What follows belongs to an exercise in optimizing a design on an open flow for small area and a short achievable clock period; a production flow would make more cautious choices. In this exercise RTL edits were held to simulation tests only and were not proved equivalent to the original. Power figures rest on the tool's default switching activity, not on a simulated workload.

v46:
## wb_regfile_top
module wb_regfile_top #(
  parameter int ADDR_W = 3
) (
  input  logic              clk,
  input  logic              rst,
  input  logic              wb_v,
  input  logic              ld_gpr1,
  input  logic              ld_gpr2,
  input  logic              ld_gpr3,
  input  logic              dcache_write,
  input  logic              ld_flags,
  input  logic [31:0]       flags_affected,
  input  logic [31:0]       new_flags,
  input  logic              is_cmps_first,
  input  logic              is_cmps_second,
  input  logic              is_repne_first,
  input  logic [1:0]        datasize,
  input  logic [31:0]       alu_result,
  input  logic [31:0]       cmps_pointer,
  input  logic [31:0]       count,
  input  logic [31:0]       address,
  input  logic [ADDR_W-1:0] dr1,
  input  logic [ADDR_W-1:0] dr2,
  input  logic [ADDR_W-1:0] dr3,
  input  logic [ADDR_W-1:0] rd_addr_a,
  input  logic [ADDR_W-1:0] rd_addr_b,
  output logic [31:0]       rd_data_a,
  output logic [31:0]       rd_data_b,
  output logic [31:0]       flags,
  output logic              dcache_we,
  output logic [31:0]       dcache_data,
  output logic [31:0]       dcache_addr,
  output logic [1:0]        dcache_size,
  output logic              repne_done
);
  logic [7:0]       s3, s2;
  logic [7:0][2:0]  s1, w;
  logic [7:0]       sel_a, sel_b;
  logic [31:0]      d1n, d2n, d3n;
  logic [6:0]       fl_q;
  logic [31:0]      next_pointer_n, first_pointer, next_count_zn;
  logic [31:0]      wd1;
  ...
Settings: LEC_CHECK=0, CAP_MARGIN=20, CORE_MARGIN=2, CORE_UTILIZATION=38, CTS_BUF_LIST=sky130_fd_sc_hd__clkbuf_4 sky130_fd_sc_hd__clkbuf_8, CTS_CLUSTER_DIAMETER=60, CTS_CLUSTER_SIZE=12, SETUP_SLACK_MARGIN=2.5, SLEW_MARGIN=20, SYNTH_HIERARCHICAL=1, TNS_END_PERCENT=0; clock period 5.5 ns.
standard.sh (not shown) runs the stock make flow with config.mk's settings and CLKGATE_MAP_FILE= SYNTH_SCRIPT=/design/flow/synth_recipe.tcl, a recipe that flattens the netlist after the stock synthesis.
==> flow/flow/run.sh <==
#!/bin/bash
# Layout flow: the standard flow, with two changes:
#  - synthesis runs synth_recipe.tcl unchanged except that abc maps the logic
#    with flow/abc.script (a plain area-recovering mapping) instead of ORFS's
#    speed script;
#  - the port buffers are the smallest buffer cell, left to the resizer to upsize.
set -euo pipefail
W=$PWD
cat > $W/my_synth.tcl <<EOS
proc abc {args} {
  set i [lsearch -exact \$args -script]
  if {\$i >= 0} { lset args [expr {\$i + 1}] $W/flow/abc.script }
  yosys abc {*}\$args
}
source $W/synth_recipe.tcl
EOS
ARGS=(SYNTH_SCRIPT=$W/my_synth.tcl "BUFFER_PORTS_ARGS=-buffer_cell sky130_fd_sc_hd__buf_1")
bash standard.sh "${ARGS[@]}" synth > $W/synth.log 2>&1
bash standard.sh "${ARGS[@]}" finish > $W/layout.log 2>&1
==> flow/flow/abc.script <==
&get -n
&st
&dch -f
&nf -R 1000
&put
v46 ran to completion and came out clean on the timing, DRC and antenna checks.
Input changes introduced in v42 (baseline for comparison: v46):
Settings: swapping 38 for 45 in CORE_UTILIZATION; clearing TNS_END_PERCENT, which used to be 0; swapping 2.5 for 2.2 in SETUP_SLACK_MARGIN; clearing CTS_CLUSTER_SIZE, which used to be 12; clearing CTS_CLUSTER_DIAMETER, which used to be 60.
==> flow/flow/abc.script <==
&get -n
&st
&dch
&nf
&put
==> comparison <==
- The final reports for v42 and v46 show relative area change from synthesis to final layout higher in the former.
- Compared with v46, v42 shows clock-buffer cell count higher by 51.
- [compare] base=v46 new=v42: highest clock frequency the design can meet shows an increase of 1.4%; worst setup slack now larger.
- Looking at end point of the critical path, the rd_data_a[15] result is from v46; the rd_data_b[4] one comes from v42.
- Total power of v42 is higher than that of v46.
- Compared to v46, the routing of v42 uses more wire.
[inputs] v47 vs v42
Settings: TNS_END_PERCENT newly set to 0; CTS_CLUSTER_DIAMETER newly set to 60; SETUP_SLACK_MARGIN changed from 2.2 to 2.5; CORE_UTILIZATION changed from 45 to 38; CTS_CLUSTER_SIZE newly set to 16.
Results
For v42 and v47, there was not a single run that failed to finish clean.
v47 vs v42: TritonCTS buffer count down
Comparing v47 against v42, there is no change at all in non-clock inverter instance count of the final layout.
v47 can be clocked slower than v42.
Clock power share (lower): v47
On final cell count, v42 and v47 are basically level.
Lower post-route cell area was reported by v47, not v42.
In v47, non-clock buffer count is lower than in v42.
Of v42 and v47, the lower count of clock-buffer cells in the layout belongs to v47.
Against v42 as the reference, v47 delivers a lower starting density of the core.
Compared with v42, v47 shows a layout buffering overhead excluding clock cells that is 2.2 points lower.
Summary — routing usage on met2, v47 relative to v42: lower, by 8.5 points.

==> port drivers added, routing unchanged <==
Ports are ideal in the flow. The routed layouts listed here were re-timed in OpenROAD.
Step 1 (the two cells are an assumption about what drives the block):
set clk [get_ports {clk}]
set_driving_cell -lib_cell sky130_fd_sc_hd__clkbuf_16 $clk
set_driving_cell -lib_cell sky130_fd_sc_hd__buf_2 [delete_from_list [all_inputs] $clk]
Step 2 times the ports against the registers' clock, not the clock port: input delays grow and output delays shrink by t, the midpoint of the rising clock arrivals with the driver on.
a / b / c = no drivers / after step 1 / after step 2; a / b = the first two.
run	t (ns)	setup WS [ns]	hold slack, ns	clock arrival spread, ns	cell pins on the clock port's net
v46	0.647	1.814 / 1.735 / 1.320	0.485 / 0.485 / 0.485	0.037 / 0.037	1
v42	0.729	1.866 / 1.798 / 1.539	0.480 / 0.480 / 0.480	0.052 / 0.052	1
v47	0.706	1.809 / 1.689 / 1.346	0.485 / 0.485 / 0.485	0.049 / 0.050	1
After both steps setup and hold are still met in every run listed. For v46, which loses most, drivers alone change the setup slack by -0.079 ns; drivers and shift together by -0.494 ns.
